Background: an optimization exercise with open tools, aiming at small area. Do not read the settings as production practice. The RTL was checked by simulation tests, not by an equivalence proof against the original design.

**design/flow/design.v**
```verilog
package com_pkg;
    typedef struct packed {
        logic [1:0]  ctx;
        logic [31:0] data;
    } loop_word_t;
    typedef logic [63:0] cmd_word_t;
    typedef struct packed {
        logic [1:0]  ctx;
        logic [31:0] data;
    } resp_word_t;
    typedef logic [15:0] reg_addr_t;
    typedef logic [15:0] reg_data_t;
endpackage
module sync_fifo #(
    parameter int  DEPTH = 16,
    parameter int  AFULL = 12,
    parameter int  WIDTH = 32
) (
    input  logic clk,
    input  logic rst,
    input  logic i_wr_en,
    input  logic [WIDTH-1:0] i_din,
    input  logic i_rd_en,
    output logic [WIDTH-1:0] o_dout,
    output logic o_valid,
    output logic o_full,
    output logic o_almost_full
);
    localparam int AW = $clog2(DEPTH);
    localparam int CW = $clog2(DEPTH + 1);
    logic [WIDTH-1:0] mem [DEPTH];   
    logic [AW-1:0]  wr_ptr;
    logic [AW-1:0]  rd_ptr;
    logic [CW-1:0]  count;           
    logic           do_wr;
    logic           do_rd;
    assign do_wr = i_wr_en & ~o_full;      
    assign do_rd = i_rd_en & o_valid;      
    assign o_valid       = (count != '0);
    assign o_full        = (count == CW'(DEPTH));
    assign o_almost_full = (count >= CW'(AFULL));
    assign o_dout        = mem[rd_ptr];    
    always_ff @(posedge clk) begin
        if (rst) begin
            wr_ptr <= '0;
            rd_ptr <= '0;
            count  <= '0;
        end
        else begin
            if (do_wr)
                wr_ptr <= wr_ptr + 1'b1;     
            if (do_rd)
                rd_ptr <= rd_ptr + 1'b1;
            if (do_wr && !do_rd)
                count <= count + 1'b1;
            else if (do_rd && !do_wr)
                count <= count - 1'b1;
        end
    end
    always_ff @(posedge clk) begin
        if (do_wr)
            mem[wr_ptr] <= i_din;
    end
endmodule
module rx_router (
    input  com_pkg::cmd_word_t  i_rx_data,
    input  logic                i_rx_valid,
    output logic                o_loop_wr,
    output com_pkg::loop_word_t o_loop_word,
    output logic                o_cmd_wr,
    output com_pkg::cmd_word_t  o_cmd_word
);
    logic magic_ok;      
    logic is_loop;
    logic is_cmd;
    assign magic_ok = i_rx_valid & (i_rx_data[7:0] == 8'h77);
    assign is_loop  = (i_rx_data[9:8] == 2'd2);
    assign is_cmd   = (i_rx_data[9:8] == 2'd3);
    assign o_loop_wr = magic_ok & is_loop;
    assign o_cmd_wr  = magic_ok & is_cmd;
    assign o_loop_word.data = i_rx_data[63:32];
    assign o_loop_word.ctx  = i_rx_data[11:10];
    assign o_cmd_word = i_rx_data;       
endmodule
module ctl_regfile (
    input  logic               clk,
    input  logic               rst,
    input  com_pkg::reg_addr_t i_rd_addr,
    output com_pkg::reg_data_t o_rd_data,
    input  logic               i_wr_en,
    input  com_pkg::reg_addr_t i_wr_addr,
    input  com_pkg::reg_data_t i_wr_mask,
    input  com_pkg::reg_data_t i_wr_value
);
    localparam int RO_BITS = 32'd24 * 8;
    localparam int RW_BITS = 32'd16 * 8;
    localparam int RO_IW   = $clog2(32'd24 / 2);     
    localparam int RW_IW   = $clog2(32'd16 / 2);
    logic [RO_BITS-1:0] ro;              
    logic [RW_BITS-1:0] rw;              
    logic [63:0]        uptime;
    logic [RO_IW-1:0]   rd_ro_idx;
    logic [RW_IW-1:0]   rd_rw_idx;
    logic [RW_IW-1:0]   wr_idx;
    logic               rd_ro_hit;
    logic               rd_rw_hit;
    logic               wr_hit;
    com_pkg::reg_data_t          ro_half;
    com_pkg::reg_data_t          rw_half;
    always_ff @(posedge clk) begin
        if (rst)
            uptime <= '0;
        else
            uptime <= uptime + 64'd1;
    end
    always_comb begin
        ro = '0;                                     
        ro[0*8 +: 16]    = 16'hAB89;
        ro[4*8 +: 32]    = 32'd24;
        ro[8*8 +: 8]       = 8'h01;
        ro[(8+1)*8 +: 8]   = 8'h02;
        ro[16*8 +: 64]   = uptime;
    end
    assign rd_ro_idx = i_rd_addr[RO_IW:1];           
    assign rd_rw_idx = i_rd_addr[RW_IW:1];
    assign rd_ro_hit = ~i_rd_addr[15] & (i_rd_addr[14:0] < 15'(32'd24));
    assign rd_rw_hit =  i_rd_addr[15] & (i_rd_addr[14:0] < 15'(32'd16));
    assign ro_half = ro[rd_ro_idx*16 +: 16];
    assign rw_half = rw[rd_rw_idx*16 +: 16];
    assign o_rd_data = rd_ro_hit ? ro_half :
                       rd_rw_hit ? rw_half : '0;
    assign wr_idx = i_wr_addr[RW_IW:1];
    assign wr_hit = i_wr_en & i_wr_addr[15] & (i_wr_addr[14:0] < 15'(32'd16));
    always_ff @(posedge clk) begin
        if (rst) begin
            rw                        <= '0;
            rw[0*8 +: 16]    <= 16'hEFCD;
            rw[4*8 +: 32]    <= 32'd16;
            rw[8*8 +: 64]  <= 64'h0;       
        end
        else if (wr_hit) begin
            rw[wr_idx*16 +: 16] <= (rw[wr_idx*16 +: 16] & ~i_wr_mask) |
                                   (i_wr_value & i_wr_mask);
        end
    end
endmodule
module ctl_engine (
    input  logic                clk,
    input  logic                rst,
    input  logic                i_cmd_valid,
    input  com_pkg::cmd_word_t  i_cmd_word,
    output logic                o_cmd_pop,
    output com_pkg::reg_addr_t  o_rd_addr,
    input  com_pkg::reg_data_t  i_rd_data,
    output logic                o_wr_en,
    output com_pkg::reg_addr_t  o_wr_addr,
    output com_pkg::reg_data_t  o_wr_mask,
    output com_pkg::reg_data_t  o_wr_value,
    output logic                o_resp_wr,
    output com_pkg::resp_word_t o_resp_word,
    input  logic                i_resp_afull
);
    logic is_read;
    logic is_write;
    logic do_read;       
    assign is_read  = i_cmd_word[12];
    assign is_write = i_cmd_word[13];
    assign o_cmd_pop = i_cmd_valid & ~i_resp_afull;
    assign do_read   = o_cmd_pop & is_read;
    assign o_rd_addr  = i_cmd_word[31:16];
    assign o_wr_addr  = i_cmd_word[31:16];
    assign o_wr_mask  = i_cmd_word[47:32];
    assign o_wr_value = i_cmd_word[63:48];
    assign o_wr_en    = o_cmd_pop & is_write;   
    always_ff @(posedge clk) begin
        if (rst)
            o_resp_wr <= 1'b0;
        else
            o_resp_wr <= do_read;
    end
    always_ff @(posedge clk) begin
        if (do_read) begin
            o_resp_word.data <= {o_rd_addr, i_rd_data};
            o_resp_word.ctx  <= 2'b00;
        end
    end
endmodule
module tx_arbiter (
    input  logic                clk,
    input  logic                rst,
    input  logic                i_loop_valid,
    input  com_pkg::loop_word_t i_loop_word,
    output logic                o_loop_pop,
    input  logic                i_resp_valid,
    input  com_pkg::resp_word_t i_resp_word,
    output logic                o_resp_pop,
    output logic [31:0]         o_tx_data,
    output logic [1:0]          o_tx_tag,
    output logic [1:0]          o_tx_ctx,
    output logic                o_tx_valid,
    input  logic                i_tx_ready
);
    logic take;          
    assign take       = ~o_tx_valid | i_tx_ready;
    assign o_loop_pop = take & i_loop_valid;
    assign o_resp_pop = take & ~i_loop_valid & i_resp_valid;    
    always_ff @(posedge clk) begin
        if (rst)
            o_tx_valid <= 1'b0;
        else if (take)
            o_tx_valid <= i_loop_valid | i_resp_valid;
    end
    always_ff @(posedge clk) begin
        if (o_loop_pop) begin
            o_tx_data <= i_loop_word.data;
            o_tx_tag  <= 2'd2;
            o_tx_ctx  <= i_loop_word.ctx;
        end
        else if (o_resp_pop) begin
            o_tx_data <= i_resp_word.data;
            o_tx_tag  <= 2'd3;
            o_tx_ctx  <= i_resp_word.ctx;
        end
    end
endmodule
module com_fifo_top (
    input  logic               clk,
    input  logic               rst,
    input  com_pkg::cmd_word_t i_rx_data,
    input  logic               i_rx_valid,
    output logic [31:0]        o_tx_data,
    output logic [1:0]         o_tx_tag,
    output logic [1:0]         o_tx_ctx,
    output logic               o_tx_valid,
    input  logic               i_tx_ready
);
    logic       loop_wr;
    com_pkg::loop_word_t loop_din;
    com_pkg::loop_word_t loop_dout;
    logic       loop_valid;
    logic       loop_pop;
    logic       cmd_wr;
    com_pkg::cmd_word_t  cmd_din;
    com_pkg::cmd_word_t  cmd_dout;
    logic       cmd_valid;
    logic       cmd_pop;
    com_pkg::reg_addr_t  rd_addr;
    com_pkg::reg_data_t  rd_data;
    logic       wr_en;
    com_pkg::reg_addr_t  wr_addr;
    com_pkg::reg_data_t  wr_mask;
    com_pkg::reg_data_t  wr_value;
    logic       resp_wr;
    com_pkg::resp_word_t resp_din;
    com_pkg::resp_word_t resp_dout;
    logic       resp_valid;
    logic       resp_pop;
    logic       resp_afull;
    rx_router u_rx_router (
        .i_rx_data   (i_rx_data),
        .i_rx_valid  (i_rx_valid),
        .o_loop_wr   (loop_wr),
        .o_loop_word (loop_din),
        .o_cmd_wr    (cmd_wr),
        .o_cmd_word  (cmd_din)
    );
    sync_fifo #(
        .DEPTH (16),
        .AFULL (16),
        .WIDTH (34)
    ) loop_fifo (
        .clk           (clk),
        .rst           (rst),
        .i_wr_en       (loop_wr),
        .i_din         (loop_din),
        .i_rd_en       (loop_pop),
        .o_dout        (loop_dout),
        .o_valid       (loop_valid),
        .o_full        (),
        .o_almost_full ()
    );
    sync_fifo #(
        .DEPTH (16),
        .AFULL (16),
        .WIDTH (64)
    ) cmd_rx_fifo (
        .clk           (clk),
        .rst           (rst),
        .i_wr_en       (cmd_wr),
        .i_din         (cmd_din),
        .i_rd_en       (cmd_pop),
        .o_dout        (cmd_dout),
        .o_valid       (cmd_valid),
        .o_full        (),
        .o_almost_full ()
    );
    ctl_engine u_ctl_engine (
        .clk          (clk),
        .rst          (rst),
        .i_cmd_valid  (cmd_valid),
        .i_cmd_word   (cmd_dout),
        .o_cmd_pop    (cmd_pop),
        .o_rd_addr    (rd_addr),
        .i_rd_data    (rd_data),
        .o_wr_en      (wr_en),
        .o_wr_addr    (wr_addr),
        .o_wr_mask    (wr_mask),
        .o_wr_value   (wr_value),
        .o_resp_wr    (resp_wr),
        .o_resp_word  (resp_din),
        .i_resp_afull (resp_afull)
    );
    ctl_regfile u_ctl_regfile (
        .clk        (clk),
        .rst        (rst),
        .i_rd_addr  (rd_addr),
        .o_rd_data  (rd_data),
        .i_wr_en    (wr_en),
        .i_wr_addr  (wr_addr),
        .i_wr_mask  (wr_mask),
        .i_wr_value (wr_value)
    );
    sync_fifo #(
        .DEPTH (16),
        .AFULL (12),
        .WIDTH (34)
    ) resp_fifo (
        .clk           (clk),
        .rst           (rst),
        .i_wr_en       (resp_wr),
        .i_din         (resp_din),
        .i_rd_en       (resp_pop),
        .o_dout        (resp_dout),
        .o_valid       (resp_valid),
        .o_full        (),
        .o_almost_full (resp_afull)
    );
    tx_arbiter u_tx_arbiter (
        .clk          (clk),
        .rst          (rst),
        .i_loop_valid (loop_valid),
        .i_loop_word  (loop_dout),
        .o_loop_pop   (loop_pop),
        .i_resp_valid (resp_valid),
        .i_resp_word  (resp_dout),
        .o_resp_pop   (resp_pop),
        .o_tx_data    (o_tx_data),
        .o_tx_tag     (o_tx_tag),
        .o_tx_ctx     (o_tx_ctx),
        .o_tx_valid   (o_tx_valid),
        .i_tx_ready   (i_tx_ready)
    );
endmodule
```
**design/flow/run.sh**
```bash
#!/bin/bash
# synth_recipe.tcl (not shown) runs the flow's synth.tcl, then flattens the netlist and writes it again
# the make line also repeats each setting of config.mk as NAME=value (left out here)
make -C /OpenROAD-flow-scripts/flow DESIGN_CONFIG=/design/flow/config.mk WORK_HOME=/design/flow/orfs CLKGATE_MAP_FILE= SYNTH_SCRIPT=/design/flow/synth_recipe.tcl finish
```
**design/flow/config.mk**
```make
export PLATFORM = sky130hd
export DESIGN_NAME = com_fifo_top
export DESIGN_NICKNAME = com_fifo_top
export VERILOG_FILES = /design/flow/design.v
export SDC_FILE = /design/flow/constraint.sdc
export NUM_CORES = 4
export LEC_CHECK = 0
export CAP_MARGIN = 20
export CORE_MARGIN = 2
export CORE_UTILIZATION = 40
export SLEW_MARGIN = 20
```
**design/flow/constraint.sdc**
```tcl
create_clock -name core_clock -period 5.5 [get_ports {clk}]
set_input_delay 1.1000 -clock core_clock [delete_from_list [all_inputs] [get_ports {clk}]]
set_output_delay 1.1000 -clock core_clock [all_outputs]
set_load 0.01 [all_outputs]
```
==> impl_metrics.tcl <==
set metrics [dict create \
    status "complete, no violations" \
    synth_nets 4158 \
    routabilityCongestion 0.812 \
    cts_htree_levels 4 \
    cp.arrival_ns 5.47 \
    drive_gt1_share_pct 26.4 \
    hpwl_mm 111 \
    cp-end-kind "flop" \
    max_freq_mhz 213 \
    port_buffers 101 \
    netlist_instances 4050 \
    tns_ns 0 \
    min_to "u_ctl_regfile.rw[92]" \
    crit_chain "buf_12 -> buf_4 -> mux4_2 -> a22o_1 -> or3_1 -> or4_1 -> nor4_4 -> and2_1 -> and3_1 -> a22o_1" \
    dp_slack_ns 0.777 \
    path_common_cell "a22o_1" \
    worstReg2RegEnd "u_ctl_regfile.rw[93]" \
    slowest_delay_ns 0.71 \
    fin_ws_ns 0.806 \
    grt_usage_pct 18.9 \
    cpMaxStageDelayCell "and3_1" \
    synth-edff-count 1922 \
    crit_fanout 31 \
    die_width_um 461 \
    r2r_cells 10 \
    hold_buffers 0 \
    ant_nets 0 \
    clk_pin_slew_ns 0.06 \
    leakage_uw 0.0294 \
    grt_overflow 0 \
    worst_slew_pin_slew_ns 1.15 \
    total_power_uw 43200 \
    core-area_mm2 0.207 \
    routed_wl_mm 201 \
    nFillCells 17400 \
    vias 40700 \
    numClockSinks 2168 \
    cp.required_ns 6.27 \
    cts_buffers 212 \
    root_buffer "clkbuf_16" \
    min_path_cells 2 \
    initial_core_util_pct 40.3 \
    synth_top_area_share_pct 69.1 \
    hp-start "u_ctl_regfile.rw[92]" \
    synthArstFlopShare_pct 0 \
    critical_path_class "flop to flop" \
    rows 167 \
    drc 0 \
    drt_pre_antenna_iters 5 \
    rsz0062_at_grt "no" \
    wl_per_cell_um 27.7 \
    cts_tree "done" \
    synth_area_mm2 0.0835 \
    die-area_mm2 0.212 \
    slew_violations 0 \
    synth.distinct_cells 57 \
    grt_pass1_vias 41000 \
    synth_area_leaders "edfxtp_1 69%, mux4_2 15%, dfxtp_1 5.9%, mux2_2 1.1%, a22o_1 0.90%" \
    yosysTopAreaCell "edfxtp_1" \
    vias_per_cell 5.61 \
    hold_violations 0 \
    fin_crit_sh_pct 85.3 \
    cts_setup_buffers 0 \
    syn_to_final_growth_pct 14.4 \
    syn_area_per_cell_um2 20.6 \
    period_needed_ns 4.69 \
    ioPinCount 105 \
    clkLatencyLatePin_ns 0.84 \
    peakVddDrop_mv 0.345 \
    synth_flop_cell "edfxtp_1" \
    ys_seq_area_share_pct 75.0 \
    setup_violations 0 \
    ff2ff_setup_slack_ns 0.81 \
    drv_cap 0 \
    slew-limit-headroom_pct 23.4 \
    ys_seq_elements 2168 \
    worstSetupStartpointType "flop" \
    yosys_warnings 6 \
    post_cts_resized 0 \
    worstHoldPathType "flop to flop" \
    cts_buffer_depth 3 \
    fin_skew_ns 0.0336 \
    die_y_um 461 \
    drt_iter0_markers 3967 \
    finalNetCount 4384 \
    grt_max_degree 94 \
    antenna_found_initial 34 \
    p_per_area_mw_per_mm2 453 \
    grt_pass1_wl_mm 290 \
]
## cell type report
type | count | area (um^2) | share of cell area (%)
antenna | 9 | 22.5 | 0.0236
multi-input combinational | 1641 | 20200 | 21.2
tap | 2788 | 3490 | 3.65
timing repair buffer | 223 | 2200 | 2.30
inverter | 30 | 114 | 0.119
clock buffer | 278 | 5690 | 5.95
clock inverter | 118 | 1110 | 1.16
sequential | 2168 | 62700 | 65.6
## per-layer routing
| layer | vias up | routed length (um) | track usage, % |
|---|---|---|---|
| met5 | - | 127 | 0 |
| met4 | 20 | 3410 | 4.04 |
| met3 | 270 | 13400 | 3.21 |
| met2 | 1307 | 98500 | 31.0 |
| met1 | 21900 | 85600 | 26.5 |
| li1 | 17200 | - | - |
## through the flow
step	util [%]	hold WS (ns)	cell area, um^2	std cells
floorplan	-	0.424	83500	4050
global placement	42.9	0.433	88800	6849
CTS	46.1	0.458	95600	7246
detailed placement	42.9	0.444	88800	6850
finish	46.1	0.462	95500	7255
global route	46.1	0.476	95500	7249
## how the worst max path moves through the flow
| stage | to | depth (start not counted) |
|---|---|---|
| after floorplan | loop_fifo.mem[3][0] | 5 |
| after global placement | u_ctl_regfile.rw[80] | 10 |
| after detailed placement | u_ctl_regfile.rw[91] | 10 |
| after CTS | u_ctl_regfile.rw[91] | 10 |
| after global routing | u_ctl_regfile.rw[91] | 10 |
| final | u_ctl_regfile.rw[93] | 10 |
## cell families after synthesis
| group | after synthesis | synth area share, % |
|---|---|---|
| xor+xnor | 78 | 0.818 |
| flops | 2168 | 75.0 |
| other cells | 1 | 0.00449 |
| compound gates | 297 | 2.57 |
| simple gates | 547 | 3.01 |
| buf+inv | 241 | 1.22 |
| mux | 678 | 16.7 |
| fa+ha+maj | 40 | 0.626 |
## synthesized netlist by cell type, drive strengths merged, types with 4 or more instances
library cell and count:
a21oi 53, dfxtp 246, nand2b 8, a22oi 16
a32o 7, mux2i 31, edfxtp 1922, a22o 86
mux2 81, or4 5, or3 25, o31ai 12
or2 9, mux4 566, and2 7, clkbuf 123
nand4 21, nand2 162, o21ai 38, xor2 47
nor3 25, a31oi 11, nor2 189, nand3 43
ha 37, a21o 6, and4 5, inv 30
buf 88, a221o 7, nor4 4, and3 24
xnor2 31, nand3b 5, nor2b 10, o2bb2ai 15
o22ai 32
## worst max-delay path, delay by kind of cell (launching register included)
family	cells	cell delay, ns
AND/OR/NAND/NOR	5	2.54
buffers and inverters	2	0.55
flip-flops	1	0.51
multiplexers	1	0.50
AO/OA/AOI/OAI	2	0.48
## sequential cells by signal, summed over array words and instances, names as in the netlist, 2 cells and up, named ones only
name                      flops
loop_fifo.rd_ptr              4
u_tx_arbiter.o_tx_data       32
resp_fifo.mem               512
cmd_rx_fifo.rd_ptr            4
cmd_rx_fifo.wr_ptr            4
resp_fifo.wr_ptr              4
loop_fifo.count               5
resp_fifo.rd_ptr              4
cmd_rx_fifo.mem             800
u_tx_arbiter.o_tx_ctx         2
u_ctl_regfile.rw            128
loop_fifo.mem               544
resp_fifo.count               5
u_ctl_regfile.uptime         64
cmd_rx_fifo.count             5
loop_fifo.wr_ptr              4
u_ctl_engine.o_resp_word     32
## report_power, final
group / internal [uW] / switching (uW) / total (uW)
combinational: 3990 / 5000 / 8990
sequential: 19100 / 889 / 20000
clock: 8010 / 6230 / 14200
## cells in the final DEF (no fill, tap or decap), types with 28 or more instances in the layout
cell / instances
nor2_4: 36
xor2_1: 47
mux2_2: 81
buf_12: 33
nand2_1: 161
buf_2: 28
a21oi_1: 50
mux4_2: 566
nand3_1: 43
ha_1: 37
dfxtp_1: 234
nor2_1: 153
a22o_1: 86
o22ai_1: 32
clkinv_2: 35
clkdlybuf4s50_1: 72
clkinv_1: 44
xnor2_1: 31
buf_4: 89
o21ai_0: 38
clkbuf_16: 215
inv_1: 29
clkbuf_1: 56
edfxtp_1: 1922

what the ideal ports hide:
How much do the figures lean on ideal ports? The routed layout below was timed once more, with nothing changed but the port constraints.
Step 1 assumes that a clkbuf_16 drives the clock port and a buf_2 every other input.
Step 2 moves the port delays by t, midway between the first and last clock arrival at a register: inputs arrive t later, outputs are due t later. That takes back most of the time a late clock gives input paths.
a / b / c = no drivers / after step 1 / after step 2; a / b = the first two.
t, ns: 0.913
setup slack, ns: 0.806 / 0.806 / 0.806
worst setup path after step 2: register to register
cell pins on the clock port's net: 1
After both steps setup and hold are still met in this run. The setup slack of this run moves by 0.000 ns with the drivers and by 0.000 ns with both steps.
